From an optimization exercise on the open Yosys and OpenROAD flow, aimed at small area, a short achievable clock period and few clock cycles per item; shortcuts taken in it are not production practice.
RTL that was checked went through simulation tests only; none was proved equivalent to the original.
Power and IR drop assume default switching activity.

== P ==
Design expu_accumulator, start of the top module:
module expu_accumulator #(
    parameter int EXP_BITS  = 8,
    parameter int MANT_BITS = 7,
    parameter int N_ROWS    = 8,
    parameter int ACC_WIDTH = 32,
    parameter int ACC_FRAC  = 16,
    localparam int WIDTH    = EXP_BITS + MANT_BITS + 1
) (
    input  logic                      clk_i,
    input  logic                      rst_ni,
    input  logic                      clear_i,
    input  logic                      enable_i,
    input  logic                      valid_i,
    output logic                      ready_o,
    input  logic [N_ROWS-1:0]         strb_i,
    input  logic [N_ROWS*WIDTH-1:0]   op_i,
    input  logic                      last_i,
    output logic [ACC_WIDTH-1:0]      sum_o,
    output logic                      overflow_o,
    output logic                      valid_o,
    input  logic                      ready_i
);
export LEC_CHECK = 0
export CAP_MARGIN = 20
export CORE_MARGIN = 2
export CORE_UTILIZATION = 40
export SLEW_MARGIN = 70
export SYNTH_HIERARCHICAL = 1
create_clock -name core_clock -period 22.0 [get_ports {clk_i}]
standard.sh (not shown) runs the stock make flow with config.mk's settings and CLKGATE_MAP_FILE= SYNTH_SCRIPT=/design/flow/synth_recipe.tcl, a recipe that flattens the netlist after the stock synthesis.
==> flow/flow/run.sh <==
#!/bin/bash
# The standard layout (standard.sh: the ORFS flow, standard synthesis included), with one
# change: the input and output port buffers are the smallest plain buffer, buf_1, instead of the
# cell buffer_ports picks by itself (a 10 um2 delay buffer).
set -euo pipefail
export BUFFER_PORTS_ARGS="-buffer_cell sky130_fd_sc_hd__buf_1"
bash standard.sh > standard_make.log 2>&1
P: all stages complete, timing, DRC and antenna checks passed
Testbench counts of P, summed over its fixed seeds: cycles 4,808, items 4,800.
[inputs] Q vs P
==> flow/flow/run.sh <==
#!/bin/bash
# The standard layout (standard.sh: the ORFS flow, standard synthesis included), with two
# changes: the input and output port buffers are the smallest plain buffer, buf_1, instead of the
# cell buffer_ports picks by itself (a 10 um2 delay buffer); and timing repair aims at a setup
# slack of 12.6 ns on the design's clock, so that it speeds up the critical paths.
set -euo pipefail
export BUFFER_PORTS_ARGS="-buffer_cell sky130_fd_sc_hd__buf_1"
export SETUP_SLACK_MARGIN=12.6
bash standard.sh > standard_make.log 2>&1
-- flow/config.mk --
<<< P, line 10
export CORE_UTILIZATION = 40
export SLEW_MARGIN = 70
>>> Q, line 10
export CORE_UTILIZATION = 60
export SLEW_MARGIN = 20
### Flow results
In Q relative to P, final instance area had gone down slightly.
Final critical-path share of the clock period in Q is 1.3 points lower than in P
Comparing Q and P, growth of design area from synthesis to finish is higher on P.

---

expu_accumulator, a different RTL version from the one above (not shown whole).
Size: ~1300 cells after synthesis, ~38 flip-flops, roughly 180 I/O pins.
Settings: LEC_CHECK=0, CAP_MARGIN=20, CORE_MARGIN=2, CORE_UTILIZATION=40, SLEW_MARGIN=40, SYNTH_HIERARCHICAL=1; clock period 22.0 ns.
==> flow/flow/run.sh <==
#!/bin/bash
# The standard layout (standard.sh: the ORFS flow, standard synthesis included), with one
# change: the input and output port buffers are the smallest plain buffer, buf_1, instead of the
# cell buffer_ports picks by itself (a 10 um2 delay buffer).
set -euo pipefail
export BUFFER_PORTS_ARGS="-buffer_cell sky130_fd_sc_hd__buf_1"
bash standard.sh > standard_make.log 2>&1
Testbench counts at the start, summed over its fixed seeds: cycles 4,808, items 4,800.
Edit:
--- a/flow/config.mk
+++ b/flow/config.mk
@@ -10,3 +10,3 @@
 export CORE_UTILIZATION = 40
-export SLEW_MARGIN = 40
+export SLEW_MARGIN = 90
 export SYNTH_HIERARCHICAL = 1
Now the flow did not get past global routing (5_1_grt) on GRT-0116.
Synthesized cell count is unchanged.
Synthesized area is unchanged.
Edit:
--- a/flow/config.mk
+++ b/flow/config.mk
@@ -10,3 +10,3 @@
 export CORE_UTILIZATION = 40
-export SLEW_MARGIN = 90
+export SLEW_MARGIN = 70
 export SYNTH_HIERARCHICAL = 1
=> This time the run went through all stages and came out clean; synthesized area stays the same; synthesized cell count stays the same.
Edit:
--- a/flow/config.mk
+++ b/flow/config.mk
@@ -10,3 +10,3 @@
 export CORE_UTILIZATION = 40
-export SLEW_MARGIN = 70
+export SLEW_MARGIN = 20
 export SYNTH_HIERARCHICAL = 1
Outcome: The changed run ran to the end with no violations; via count came out lower by 1.1%; worst setup slack loses 350 ps; die area stays the same; routed wire length came out lower by about 0.5%; worst hold slack improved by 18 ps.

---

Another version of the RTL of expu_accumulator (not shown whole).
Size in the first run: roughly 1,300 cells after synthesis, about 35 flip-flops, about 12,000 sq um of cells after synthesis.
export LEC_CHECK = 0
export CAP_MARGIN = 20
export CORE_MARGIN = 2
export CORE_UTILIZATION = 40
export SLEW_MARGIN = 20
export SYNTH_HIERARCHICAL = 1
create_clock -name core_clock -period 22.0 [get_ports {clk_i}]
==> flow/flow/run.sh <==
#!/bin/bash
# The standard layout (standard.sh: the ORFS flow, standard synthesis included), with two
# changes: the input and output port buffers are the smallest plain buffer, buf_1, instead of the
# cell buffer_ports picks by itself (a 10 um2 delay buffer); and timing repair aims at a setup
# slack of 12.6 ns on the design's clock, so that it speeds up the critical paths.
set -euo pipefail
export BUFFER_PORTS_ARGS="-buffer_cell sky130_fd_sc_hd__buf_1"
export SETUP_SLACK_MARGIN=12.6
bash standard.sh > standard_make.log 2>&1
The first run went through all stages and came out clean.
Rerun with:
--- a/flow/flow/run.sh
+++ b/flow/flow/run.sh
@@ -4,6 +4,6 @@
 # cell buffer_ports picks by itself (a 10 um2 delay buffer); and timing repair aims at a setup
-# slack of 12.6 ns on the design's clock, so that it speeds up the critical paths.
+# slack of 12.4 ns on the design's clock, so that it speeds up the critical paths.
 set -euo pipefail
 export BUFFER_PORTS_ARGS="-buffer_cell sky130_fd_sc_hd__buf_1"
-export SETUP_SLACK_MARGIN=12.6
+export SETUP_SLACK_MARGIN=12.4
 bash standard.sh > standard_make.log 2>&1
Utilization barely changes. Critical path depth increases by 1. Setup slack is worse by 0.079 ns.
Rerun with:
==> flow/flow/run.sh (replaced) <==
#!/bin/bash
# The standard layout (standard.sh: the ORFS flow, standard synthesis included), with one
# change: the input and output port buffers are the smallest plain buffer, buf_1, instead of the
# cell buffer_ports picks by itself (a 10 um2 delay buffer).
set -euo pipefail
export BUFFER_PORTS_ARGS="-buffer_cell sky130_fd_sc_hd__buf_1"
bash standard.sh > standard_make.log 2>&1
Effect:
- The changed run completed without violations
- synthesized cell count does not change
- power goes down by 3.4%
- worst setup slack gets worse by 1.2 ns
- design area goes down by 15%
- wire length goes down by 4.7%
- core utilization goes down by 8.0 points
- synthesized area does not change
- first-iteration DRC count goes down by 5.6%
No functional check of the RTL was part of any run of this note.

---

Another version of the RTL of expu_accumulator (not shown whole).
For scale: ~1,400 cells after synthesis, ~42 flip-flops, about 12,000 um^2 of cells after synthesis.
clock: 22.0 ns
lec_check: 0
cap_margin: 20
core_margin: 2
core_utilization: 40
slew_margin: 20
synth_hierarchical: 1
==> flow/flow/run.sh <==
#!/bin/bash
# The standard layout (standard.sh: the ORFS flow, standard synthesis included), with two
# changes: the input and output port buffers are the smallest plain buffer, buf_1, instead of the
# cell buffer_ports picks by itself (a 10 um2 delay buffer); and timing repair aims at a setup
# slack of 12.6 ns on the design's clock, so that it speeds up the critical paths.
set -euo pipefail
export BUFFER_PORTS_ARGS="-buffer_cell sky130_fd_sc_hd__buf_1"
export SETUP_SLACK_MARGIN=12.6
bash standard.sh > standard_make.log 2>&1
Testbench counts at the start, summed over its fixed seeds: cycles 4,808, items 4,800.
==> next run, changes <==
Settings changed: CTS_BUF_LIST set to sky130_fd_sc_hd__clkbuf_4 sky130_fd_sc_hd__clkbuf_8.
Cell area fell by 0.60%; via count fell by 0.67%; count of clock-buffer cells in the layout does not change; power fell by 8.3%; routed wire length barely changes; global-route usage is about the same.

---

== v28 ==
RTL: one of the versions met above, not the one the previous note started from.
Size in the first run: about 1,400 cells after synthesis, ~180 I/O pins, about 12,000 um2 of cells after synthesis.
Settings: LEC_CHECK=0, CAP_MARGIN=20, CORE_MARGIN=2, CORE_UTILIZATION=40, SLEW_MARGIN=20, SYNTH_HIERARCHICAL=1; clock period 22.0 ns.
Scripts as last shown in full above: flow/flow/run.sh
v28 | status: complete | timing, DRC, antenna: pass
Testbench counts of v28, summed over its fixed seeds: cycles 4,808, items 4,800.
Changes in v7 relative to v28:
Settings: CTS_BUF_LIST: unset -> sky130_fd_sc_hd__clkbuf_8.
## What came out
Lower register-to-register slack among v7 and v28: v7
v28 → v7: fraction of area in multi-input gates rose 0.35 points; signal arrival time at the worst endpoint rose 0.04 ns; maximum ir drop on the vdd rail fell about 26%; number of buffers outside the clock class in the layout fell 1.
In the tables for v7 and v28, hold slack reads higher with v7.
The routed length on met2 of v28 and that of v7 are within noise of each other.
Re total number of clock tree sinks: no difference whatsoever between v7 and v28.
v7: via count 0.96% below v28
Input-level comparison between v58 and v7:
Settings: removing CTS_BUF_LIST (formerly sky130_fd_sc_hd__clkbuf_8).
==> flow/flow/run.sh <==
#!/bin/bash
# The standard layout (standard.sh: the ORFS flow, standard synthesis included), with one
# change: the input and output port buffers are the smallest plain buffer, buf_1, instead of the
# cell buffer_ports picks by itself (a 10 um2 delay buffer).
set -euo pipefail
export BUFFER_PORTS_ARGS="-buffer_cell sky130_fd_sc_hd__buf_1"
bash standard.sh > standard_make.log 2>&1
Findings:
Changes observed in v58 relative to v7: via count has increased, final area has decreased, non-clock buffer count has decreased, stage delay of the slowest cell on the critical path has increased.
Changes observed in v58 relative to v7: fraction of layout instances using a drive strength above 1 went down, synthesized cell count did not really move, number of ports placed on the die boundary did not really move, critical path depth went up.
#### Input delta (v12 over v58)
==> flow/flow/run.sh <==
#!/bin/bash
# The standard layout (standard.sh: the ORFS flow, standard synthesis included), with two
# changes: the input and output port buffers are the smallest plain buffer, buf_1, instead of the
# cell buffer_ports picks by itself (a 10 um2 delay buffer); and timing repair aims at a setup
# slack of 12.8 ns (on the worst fifth of the endpoints) on the design's clock, so that it speeds up the critical paths.
set -euo pipefail
export BUFFER_PORTS_ARGS="-buffer_cell sky130_fd_sc_hd__buf_1"
export SETUP_SLACK_MARGIN=12.8
export TNS_END_PERCENT=20
bash standard.sh > standard_make.log 2>&1
Results
Run comparison: v12 cell at the slowest stage of the critical path sky130_fd_sc_hd__nand2b_4; v58 cell at the slowest stage of the critical path sky130_fd_sc_hd__or4_1
As far as synthesized area goes, v58 and v12 are indistinguishable; the numbers are identical.
From v58 to v12 the numbers moved as follows: met1 wire length up 260 um, combinational fraction of design power grew by 0.8 points, post-route clock period utilization lower, via density per instance higher, total power higher.
v12 vs v58, multi-input combinational cell count went up by 4.
Between v58 and v12, proportion of layout cells with a drive suffix above 1 increased.
In v12 relative to v58, total via count in the routed design had gone up by a few percent.
The sequential share of layout area of v12 is lower than that of v58.
Sort v12 and v58 by total number of nets in the final design, ascending, and v58 comes first.

==> static timing again, ports no longer ideal <==
In the flow no input, the clock included, has a driving cell. The finished layouts below were timed again as built, in two steps. Step 1 (the two cells are an assumption about what drives the block):
set clk [get_ports {clk_i}]
set_driving_cell -lib_cell sky130_fd_sc_hd__clkbuf_16 $clk
set_driving_cell -lib_cell sky130_fd_sc_hd__buf_2 [delete_from_list [all_inputs] $clk]
Step 2 times the ports against the registers' clock, not the clock port: input delays grow and output delays shrink by t, the midpoint of the rising clock arrivals with the driver on. a / b / c = ideal ports / drivers / drivers and shift; a / b = the first two.
| run | t, ns | slack for setup (ns) | worst hold slack (ns) | worst setup path at the end | worst register clock-pin slew, ns |
|---|---|---|---|---|---|
| P | 0.342 | 12.376 / 12.390 / 12.048 | 0.604 / 0.604 / 0.604 | input to register | 0.07 / 0.07 |
| Q | 0.330 | 12.669 / 12.647 / 12.451 | 0.616 / 0.616 / 0.616 | input to register | 0.07 / 0.07 |
| the first run of note 2 | 0.331 | 11.946 / 11.961 / 11.630 | 0.604 / 0.604 / 0.604 | input to register | 0.07 / 0.07 |
| the third run of note 2 | 0.337 | 12.298 / 12.316 / 11.979 | 0.587 / 0.587 / 0.587 | input to register | 0.07 / 0.07 |
| the fourth run of note 2 | 0.331 | 11.946 / 11.961 / 11.630 | 0.604 / 0.604 / 0.604 | input to register | 0.07 / 0.07 |
| the first run of note 3 | 0.349 | 12.295 / 12.317 / 11.968 | 0.536 / 0.536 / 0.536 | input to register | 0.08 / 0.08 |
| the second run of note 3 | 0.340 | 12.216 / 12.226 / 11.887 | 0.539 / 0.539 / 0.539 | input to register | 0.07 / 0.07 |
| the third run of note 3 | 0.342 | 11.033 / 11.057 / 10.716 | 0.541 / 0.541 / 0.541 | input to register | 0.07 / 0.07 |
| the first run of note 4 | 0.330 | 12.671 / 12.651 / 12.489 | 0.599 / 0.599 / 0.599 | input to register | 0.07 / 0.07 |
| the second run of note 4 | 0.342 | 12.671 / 12.651 / 12.401 | 0.606 / 0.606 / 0.606 | input to register | 0.10 / 0.10 |
| v28 | 0.341 | 12.698 / 12.669 / 12.486 | 0.605 / 0.605 / 0.605 | input to register | 0.07 / 0.07 |
| v7 | 0.359 | 12.657 / 12.629 / 12.428 | 0.609 / 0.609 / 0.609 | input to register | 0.10 / 0.10 |
| v58 | 0.339 | 12.479 / 12.490 / 12.151 | 0.605 / 0.605 / 0.605 | input to register | 0.07 / 0.07 |
| v12 | 0.340 | 12.719 / 12.686 / 12.555 | 0.601 / 0.601 / 0.601 | input to register | 0.07 / 0.07 |
After both steps setup and hold are still met in every run listed. For the second run of note 3, which loses most, drivers alone change the setup slack by +0.010 ns; drivers and shift together by -0.329 ns.
